This design comes from an exercise in tuning for small area and a short achievable clock period on the open sky130 flow, not from production work.
The RTL was checked by simulation tests, not by an equivalence proof against the original design.
Power is estimated from default activity; no workload was simulated.

==> sierra: inputs <==
==> flow/design.v <==
`timescale 1ns/100ps
`default_nettype none
module wb_sharedbus
(
   input  logic        clk,
   input  logic        rst_n,
   input  logic        m0_cyc,
   input  logic        m0_stb,
   input  logic        m0_we,
   input  logic [31:0] m0_adr,
   input  logic [3:0]  m0_sel,
   input  logic [31:0] m0_dat_w,
   output logic        m0_ack,
   output logic        m0_err,
   output logic        m0_stall,
   output logic [31:0] m0_dat_r,
   input  logic        m1_cyc,
   input  logic        m1_stb,
   input  logic        m1_we,
   input  logic [31:0] m1_adr,
   input  logic [3:0]  m1_sel,
   input  logic [31:0] m1_dat_w,
   output logic        m1_ack,
   output logic        m1_err,
   output logic        m1_stall,
   output logic [31:0] m1_dat_r
);
   logic own1_q;
   logic g0, g1;
   assign g0 = m0_cyc & ~(own1_q & m1_cyc);
   assign g1 = m1_cyc & ~g0;
   assign m0_stall = m0_cyc & own1_q & m1_cyc;
   assign m1_stall = m1_cyc & m0_cyc & ~own1_q;
   always_ff @(posedge clk or negedge rst_n)
      if (!rst_n) own1_q <= 1'b0;
      else        own1_q <= g1;
   logic        acc, we;
   logic [31:0] adr, dat;
   logic [3:0]  sel;
   assign acc = g0 ? m0_stb : (g1 & m1_stb);
   assign we  = g0 ? m0_we  : m1_we;
   assign adr = g0 ? m0_adr : m1_adr;
   assign sel = g0 ? m0_sel : m1_sel;
   assign dat = g0 ? m0_dat_w : m1_dat_w;
   logic       top, hit;
   logic [7:0] idx;
   assign top = ~|adr[31:14] & ~|adr[11:8];
   assign hit = top & ~(adr[13] & adr[12]);
   assign idx = {adr[13:12], adr[7:2]};
   logic ack0_q, ack1_q, err0_q, err1_q;
   always_ff @(posedge clk or negedge rst_n)
      if (!rst_n)
      begin
         ack0_q <= 1'b0;
         ack1_q <= 1'b0;
         err0_q <= 1'b0;
         err1_q <= 1'b0;
      end
      else
      begin
         ack0_q <= acc & g0 & hit;
         ack1_q <= acc & ~g0 & hit;
         err0_q <= acc & g0 & ~hit;
         err1_q <= acc & ~g0 & ~hit;
      end
   assign m0_ack = ack0_q;
   assign m1_ack = ack1_q;
   assign m0_err = err0_q;
   assign m1_err = err1_q;
   logic        ph_q;
   logic [31:0] st_q [192];
   logic [31:0] dx;
   logic [3:0]  bwe;
   logic [191:0] wsel;
   logic [191:0] rsel;
   always_ff @(posedge clk or negedge rst_n)
      if (!rst_n) ph_q <= 1'b0;
      else        ph_q <= ~ph_q;
   assign dx  = dat ^ {32{ph_q}};
   assign bwe = sel & {4{acc & we & top}};
   always_comb
      for (int i = 0; i < 192; i++)
      begin
         rsel[i] = (idx == i[7:0]);
         wsel[i] = rsel[i];
      end
   logic [3:0] wr [192];
   logic [3:0] hd [192];
   always_comb
      for (int i = 0; i < 192; i++)
         for (int b = 0; b < 4; b++)
         begin
            wr[i][b] = wsel[i] & bwe[b];
            hd[i][b] = ~wr[i][b] & rst_n;
         end
   always_ff @(posedge clk)
      for (int i = 0; i < 192; i++)
         for (int b = 0; b < 4; b++)
            st_q[i][8*b +: 8] <= ~((st_q[i][8*b +: 8] | {8{wr[i][b]}}) &
                                   (dx[8*b +: 8] | {8{hd[i][b]}}));
   logic [31:0] rmux;
   logic [31:0] rd_q;
   always_comb
   begin
      rmux = '0;
      for (int i = 0; i < 192; i++)
         rmux = rmux | (st_q[i] & {32{rsel[i]}});
   end
   always_ff @(posedge clk)
      rd_q <= rmux ^ {32{ph_q}};
   assign m0_dat_r = rd_q;
   assign m1_dat_r = rd_q;
endmodule
`default_nettype wire
==> flow/flow/run.sh <==
#!/bin/bash
# The standard layout (standard.sh), with changes to how it is made only:
#  - the port buffers are plain buf_4 cells instead of the slow clock-delay buffers that
#    buffer_ports picks by default (every port still gets its buffer);
#  - the resizer may swap a cell for a faster one outside its footprint family;
#  - repair_timing aims for slack to spare only from clock tree synthesis on, where it sees
#    placed wires, instead of also sizing up cells before placement.
# Each step's full output goes to a log file of its own here; ORFS's own logs are under orfs/logs.
set -euo pipefail
COMMON=(MATCH_CELL_FOOTPRINT=0 "BUFFER_PORTS_ARGS=-buffer_cell sky130_fd_sc_hd__buf_4")
bash standard.sh "${COMMON[@]}" SETUP_SLACK_MARGIN=0 synth > log_synth.txt 2>&1
bash standard.sh "${COMMON[@]}" SETUP_SLACK_MARGIN=0 place > log_place.txt 2>&1
bash standard.sh "${COMMON[@]}" SETUP_SLACK_MARGIN=2.9 TNS_END_PERCENT=5 finish > log_finish.txt 2>&1
==> flow/standard.sh <==
#!/bin/bash
# synth_recipe.tcl (not shown) runs the flow's synth.tcl, then flattens the netlist and writes it again
# the make line also repeats each setting of config.mk as NAME=value (left out here)
make -C /OpenROAD-flow-scripts/flow DESIGN_CONFIG=/design/flow/config.mk WORK_HOME=/design/flow/orfs CLKGATE_MAP_FILE= SYNTH_SCRIPT=/design/flow/synth_recipe.tcl "${@:-finish}"
==> flow/config.mk <==
export PLATFORM = sky130hd
export DESIGN_NAME = wb_sharedbus
export DESIGN_NICKNAME = wb_sharedbus
export VERILOG_FILES = /design/flow/design.v
export SDC_FILE = /design/flow/constraint.sdc
export NUM_CORES = 4
export LEC_CHECK = 0
export CAP_MARGIN = 10
export CELL_PAD_IN_SITES_DETAIL_PLACEMENT = 1
export CELL_PAD_IN_SITES_GLOBAL_PLACEMENT = 2
export CORE_MARGIN = 2
export CORE_UTILIZATION = 40
export PLACE_DENSITY = 0.5
export SLEW_MARGIN = 10
==> flow/constraint.sdc <==
create_clock -name core_clock -period 6.0 [get_ports {clk}]
set_input_delay 1.2000 -clock core_clock [delete_from_list [all_inputs] [get_ports {clk}]]
set_output_delay 1.2000 -clock core_clock [all_outputs]
set_load 0.01 [all_outputs]
==> maple: changes against sierra <==
--- a/flow/design.v
+++ b/flow/design.v
@@ -68,45 +68,16 @@
    assign m0_err = err0_q;
    assign m1_err = err1_q;
-   logic        ph_q;
-   logic [31:0] st_q [192];
-   logic [31:0] dx;
-   logic [3:0]  bwe;
-   logic [191:0] wsel;
-   logic [191:0] rsel;
-   always_ff @(posedge clk or negedge rst_n)
-      if (!rst_n) ph_q <= 1'b0;
-      else        ph_q <= ~ph_q;
-   assign dx  = dat ^ {32{ph_q}};
-   assign bwe = sel & {4{acc & we & top}};
-   always_comb
-      for (int i = 0; i < 192; i++)
+   logic [31:0] mem [192];
+   logic [31:0] rd_q;
+   always_ff @(posedge clk)
+   begin
+      if (acc & we & hit)
       begin
-         rsel[i] = (idx == i[7:0]);
-         wsel[i] = rsel[i];
+         for (int b = 0; b < 4; b++)
+            if (sel[b])
+               mem[idx][8*b +: 8] <= dat[8*b +: 8];
       end
-   logic [3:0] wr [192];
-   logic [3:0] hd [192];
-   always_comb
-      for (int i = 0; i < 192; i++)
-         for (int b = 0; b < 4; b++)
-         begin
-            wr[i][b] = wsel[i] & bwe[b];
-            hd[i][b] = ~wr[i][b] & rst_n;
-         end
-   always_ff @(posedge clk)
-      for (int i = 0; i < 192; i++)
-         for (int b = 0; b < 4; b++)
-            st_q[i][8*b +: 8] <= ~((st_q[i][8*b +: 8] | {8{wr[i][b]}}) &
-                                   (dx[8*b +: 8] | {8{hd[i][b]}}));
-   logic [31:0] rmux;
-   logic [31:0] rd_q;
-   always_comb
-   begin
-      rmux = '0;
-      for (int i = 0; i < 192; i++)
-         rmux = rmux | (st_q[i] & {32{rsel[i]}});
+      rd_q <= mem[idx];
    end
-   always_ff @(posedge clk)
-      rd_q <= rmux ^ {32{ph_q}};
    assign m0_dat_r = rd_q;
    assign m1_dat_r = rd_q;
==> flow/flow/run.sh (replaced) <==
#!/bin/bash
# The standard layout (standard.sh), with changes to how it is made only:
#  - the port buffers are plain buf_4 cells instead of the slow clock-delay buffers that
#    buffer_ports picks by default (every port still gets its buffer);
#  - the resizer may swap a cell for a faster one outside its footprint family;
#  - the clock tree is built from clkbuf_8 cells without dummy loads;
#  - repair_timing aims for slack to spare only from clock tree synthesis on, where it sees
#    placed wires, instead of also sizing up cells before placement.
# Each step's full output goes to a log file of its own here; ORFS's own logs are under orfs/logs.
set -euo pipefail
COMMON=(MATCH_CELL_FOOTPRINT=0 "BUFFER_PORTS_ARGS=-buffer_cell sky130_fd_sc_hd__buf_4"
   "CTS_ARGS=-sink_clustering_enable -repair_clock_nets -dont_use_dummy_load -buf_list sky130_fd_sc_hd__clkbuf_8 -sink_clustering_size 16 -sink_clustering_max_diameter 80")
bash standard.sh "${COMMON[@]}" SETUP_SLACK_MARGIN=0 synth > log_synth.txt 2>&1
bash standard.sh "${COMMON[@]}" SETUP_SLACK_MARGIN=0 place > log_place.txt 2>&1
bash standard.sh "${COMMON[@]}" SETUP_SLACK_MARGIN=2.8 TNS_END_PERCENT=5 finish > log_finish.txt 2>&1
--- a/flow/config.mk
+++ b/flow/config.mk
@@ -10,5 +10,6 @@
 export CELL_PAD_IN_SITES_GLOBAL_PLACEMENT = 2
 export CORE_MARGIN = 2
-export CORE_UTILIZATION = 40
-export PLACE_DENSITY = 0.5
+export CORE_UTILIZATION = 55
+export PLACE_DENSITY = 0.65
 export SLEW_MARGIN = 10
+export SYNTH_MEMORY_MAX_BITS = 8192
==> violet: changes against sierra <==
--- a/flow/design.v
+++ b/flow/design.v
@@ -68,47 +68,23 @@
    assign m0_err = err0_q;
    assign m1_err = err1_q;
-   logic        ph_q;
-   logic [31:0] st_q [192];
-   logic [31:0] dx;
-   logic [3:0]  bwe;
-   logic [191:0] wsel;
-   logic [191:0] rsel;
-   always_ff @(posedge clk or negedge rst_n)
-      if (!rst_n) ph_q <= 1'b0;
-      else        ph_q <= ~ph_q;
-   assign dx  = dat ^ {32{ph_q}};
-   assign bwe = sel & {4{acc & we & top}};
-   always_comb
-      for (int i = 0; i < 192; i++)
+   logic [31:0] mem [192];
+   logic [31:0] rds_q [3];
+   logic [1:0]  slv_q;
+   always_ff @(posedge clk)
+   begin
+      if (acc & we & hit)
       begin
-         rsel[i] = (idx == i[7:0]);
-         wsel[i] = rsel[i];
+         for (int b = 0; b < 4; b++)
+            if (sel[b])
+               mem[idx][8*b +: 8] <= dat[8*b +: 8];
       end
-   logic [3:0] wr [192];
-   logic [3:0] hd [192];
-   always_comb
-      for (int i = 0; i < 192; i++)
-         for (int b = 0; b < 4; b++)
-         begin
-            wr[i][b] = wsel[i] & bwe[b];
-            hd[i][b] = ~wr[i][b] & rst_n;
-         end
-   always_ff @(posedge clk)
-      for (int i = 0; i < 192; i++)
-         for (int b = 0; b < 4; b++)
-            st_q[i][8*b +: 8] <= ~((st_q[i][8*b +: 8] | {8{wr[i][b]}}) &
-                                   (dx[8*b +: 8] | {8{hd[i][b]}}));
-   logic [31:0] rmux;
-   logic [31:0] rd_q;
-   always_comb
-   begin
-      rmux = '0;
-      for (int i = 0; i < 192; i++)
-         rmux = rmux | (st_q[i] & {32{rsel[i]}});
+      for (int s = 0; s < 3; s++)
+         rds_q[s] <= mem[{s[1:0], idx[5:0]}];
+      slv_q <= idx[7:6];
    end
-   always_ff @(posedge clk)
-      rd_q <= rmux ^ {32{ph_q}};
-   assign m0_dat_r = rd_q;
-   assign m1_dat_r = rd_q;
+   logic [31:0] rd;
+   assign rd       = slv_q[1] ? rds_q[2] : (slv_q[0] ? rds_q[1] : rds_q[0]);
+   assign m0_dat_r = rd;
+   assign m1_dat_r = rd;
 endmodule
 `default_nettype wire
==> flow/flow/run.sh (replaced) <==
#!/bin/bash
# The standard layout (standard.sh), with changes to how it is made only:
#  - the port buffers are plain buf_4 cells instead of the slow clock-delay buffers that
#    buffer_ports picks by default (every port still gets its buffer);
#  - the resizer may swap a cell for a faster one outside its footprint family;
#  - the clock tree is built from clkbuf_8 cells without dummy loads;
#  - repair_timing aims for slack to spare only from clock tree synthesis on, where it sees
#    placed wires, instead of also sizing up cells before placement.
# Each step's full output goes to a log file of its own here; ORFS's own logs are under orfs/logs.
set -euo pipefail
COMMON=(MATCH_CELL_FOOTPRINT=0 "BUFFER_PORTS_ARGS=-buffer_cell sky130_fd_sc_hd__buf_4"
   "CTS_ARGS=-sink_clustering_enable -repair_clock_nets -dont_use_dummy_load -buf_list sky130_fd_sc_hd__clkbuf_8 -sink_clustering_size 16 -sink_clustering_max_diameter 80")
bash standard.sh "${COMMON[@]}" SETUP_SLACK_MARGIN=0 synth > log_synth.txt 2>&1
bash standard.sh "${COMMON[@]}" SETUP_SLACK_MARGIN=0 place > log_place.txt 2>&1
bash standard.sh "${COMMON[@]}" SETUP_SLACK_MARGIN=2.4 TNS_END_PERCENT=5 finish > log_finish.txt 2>&1
--- a/flow/config.mk
+++ b/flow/config.mk
@@ -10,5 +10,6 @@
 export CELL_PAD_IN_SITES_GLOBAL_PLACEMENT = 2
 export CORE_MARGIN = 2
-export CORE_UTILIZATION = 40
-export PLACE_DENSITY = 0.5
+export CORE_UTILIZATION = 62
+export PLACE_DENSITY = 0.7
 export SLEW_MARGIN = 10
+export SYNTH_MEMORY_MAX_BITS = 8192
==> quartz: changes against sierra <==
--- a/flow/design.v
+++ b/flow/design.v
@@ -68,47 +68,23 @@
    assign m0_err = err0_q;
    assign m1_err = err1_q;
-   logic        ph_q;
-   logic [31:0] st_q [192];
-   logic [31:0] dx;
-   logic [3:0]  bwe;
-   logic [191:0] wsel;
-   logic [191:0] rsel;
-   always_ff @(posedge clk or negedge rst_n)
-      if (!rst_n) ph_q <= 1'b0;
-      else        ph_q <= ~ph_q;
-   assign dx  = dat ^ {32{ph_q}};
-   assign bwe = sel & {4{acc & we & top}};
-   always_comb
-      for (int i = 0; i < 192; i++)
+   logic [31:0] mem [192];
+   logic [31:0] rds_q [3];
+   logic [1:0]  slv_q;
+   always_ff @(posedge clk)
+   begin
+      if (acc & we & hit)
       begin
-         rsel[i] = (idx == i[7:0]);
-         wsel[i] = rsel[i];
+         for (int b = 0; b < 4; b++)
+            if (sel[b])
+               mem[idx][8*b +: 8] <= dat[8*b +: 8];
       end
-   logic [3:0] wr [192];
-   logic [3:0] hd [192];
-   always_comb
-      for (int i = 0; i < 192; i++)
-         for (int b = 0; b < 4; b++)
-         begin
-            wr[i][b] = wsel[i] & bwe[b];
-            hd[i][b] = ~wr[i][b] & rst_n;
-         end
-   always_ff @(posedge clk)
-      for (int i = 0; i < 192; i++)
-         for (int b = 0; b < 4; b++)
-            st_q[i][8*b +: 8] <= ~((st_q[i][8*b +: 8] | {8{wr[i][b]}}) &
-                                   (dx[8*b +: 8] | {8{hd[i][b]}}));
-   logic [31:0] rmux;
-   logic [31:0] rd_q;
-   always_comb
-   begin
-      rmux = '0;
-      for (int i = 0; i < 192; i++)
-         rmux = rmux | (st_q[i] & {32{rsel[i]}});
+      for (int s = 0; s < 3; s++)
+         rds_q[s] <= mem[{s[1:0], idx[5:0]}];
+      slv_q <= idx[7:6];
    end
-   always_ff @(posedge clk)
-      rd_q <= rmux ^ {32{ph_q}};
-   assign m0_dat_r = rd_q;
-   assign m1_dat_r = rd_q;
+   logic [31:0] rd;
+   assign rd       = slv_q[1] ? rds_q[2] : (slv_q[0] ? rds_q[1] : rds_q[0]);
+   assign m0_dat_r = rd;
+   assign m1_dat_r = rd;
 endmodule
 `default_nettype wire
==> flow/flow/run.sh (replaced) <==
#!/bin/bash
# The standard layout (standard.sh), with changes to how it is made only:
#  - the port buffers are plain buf_4 cells instead of the slow clock-delay buffers that
#    buffer_ports picks by default (every port still gets its buffer);
#  - the resizer may swap a cell for a faster one outside its footprint family;
#  - the clock tree is built from clkbuf_8 cells without dummy loads;
#  - repair_timing aims for slack to spare only from clock tree synthesis on, where it sees
#    placed wires, instead of also sizing up cells before placement.
# Each step's full output goes to a log file of its own here; ORFS's own logs are under orfs/logs.
set -euo pipefail
COMMON=(MATCH_CELL_FOOTPRINT=0 "BUFFER_PORTS_ARGS=-buffer_cell sky130_fd_sc_hd__buf_4"
   "CTS_ARGS=-sink_clustering_enable -repair_clock_nets -dont_use_dummy_load -buf_list sky130_fd_sc_hd__clkbuf_8 -sink_clustering_size 16 -sink_clustering_max_diameter 80")
bash standard.sh "${COMMON[@]}" SETUP_SLACK_MARGIN=0 synth > log_synth.txt 2>&1
bash standard.sh "${COMMON[@]}" SETUP_SLACK_MARGIN=0 place > log_place.txt 2>&1
bash standard.sh "${COMMON[@]}" SETUP_SLACK_MARGIN=2.4 TNS_END_PERCENT=5 finish > log_finish.txt 2>&1
--- a/flow/config.mk
+++ b/flow/config.mk
@@ -10,5 +10,6 @@
 export CELL_PAD_IN_SITES_GLOBAL_PLACEMENT = 2
 export CORE_MARGIN = 2
-export CORE_UTILIZATION = 40
-export PLACE_DENSITY = 0.5
+export CORE_UTILIZATION = 55
+export PLACE_DENSITY = 0.65
 export SLEW_MARGIN = 10
+export SYNTH_MEMORY_MAX_BITS = 8192
==> qor summary <==
metric	violet	quartz	maple	sierra
Run status	no timing/DRC/antenna violations	no timing/DRC/antenna violations	no timing/DRC/antenna violations	did not finish
Last stage reached	-	-	-	5_1_grt
Simple-gate share of the synthesized area	0.122	0.122	0.0327	0.0768
Total sequential power	48.8 mW	48.7 mW	48.1 mW	-
Total power after layout	76.8 mW	76.8 mW	77.4 mW	-
Power in combinational cells	8.48 mW	8.53 mW	9.87 mW	-
Synthesized netlist net count	17800	17800	13500	21900
Count of antenna-violating nets left after detailed routing	0	0	0	-
Count of multi-input gates	10300	10300	6342	-
Share of the clock period used by the worst path after layout	0.705	0.709	0.682	-
WP buf/inv	5	5	9	-
Post-layout utilization of the core	0.685	0.610	0.652	-
Biggest cell category by area in the final layout	registers	registers	registers	-
Average instance area after synthesis	13.8 um2	13.8 um2	17.9 um2	10.0 um2
Quantity of hold-fixing buffers added after cts	1	1	1	0
Relative area of non-clock buffer cells in the final design	0.0568	0.0548	0.0906	-
Cell Area, Synth	243000 um2	243000 um2	239000 um2	219000 um2
Flop and latch count out of synthesis	6247	6247	6181	6182
Area overhead of the layout relative to synthesis	10.2%	10.5%	18.0%	-

## port drivers added, routing unchanged
No port has a modelled driver above. Below, the same layouts with a new extraction and two added sets of constraints.
Step 1 sets driving cells, clkbuf_16 on the clock port and buf_2 on the other inputs (assumed; they add their load-dependent delay and slew).
Step 2 times the ports against the registers' clock, not the clock port: input delays grow and output delays shrink by t, the midpoint of the rising clock arrivals with the driver on.
Three values: no drivers, after step 1, after step 2; two values: the first two.
run | t (ns) | slack for setup (ns) | worst setup path after step 2 | worst data-port slew with drivers (ns)
maple | 1.346 | 1.910 / 1.910 / 0.967 | input to register | 0.06
violet | 1.351 | 1.773 / 1.646 / 0.864 | input to register | 0.06
quartz | 1.344 | 1.743 / 1.664 / 0.870 | input to register | 0.20
After both steps every run listed still meets setup and hold. For maple, which loses most, drivers alone change the setup slack by 0.000 ns; drivers and shift together by -0.943 ns.
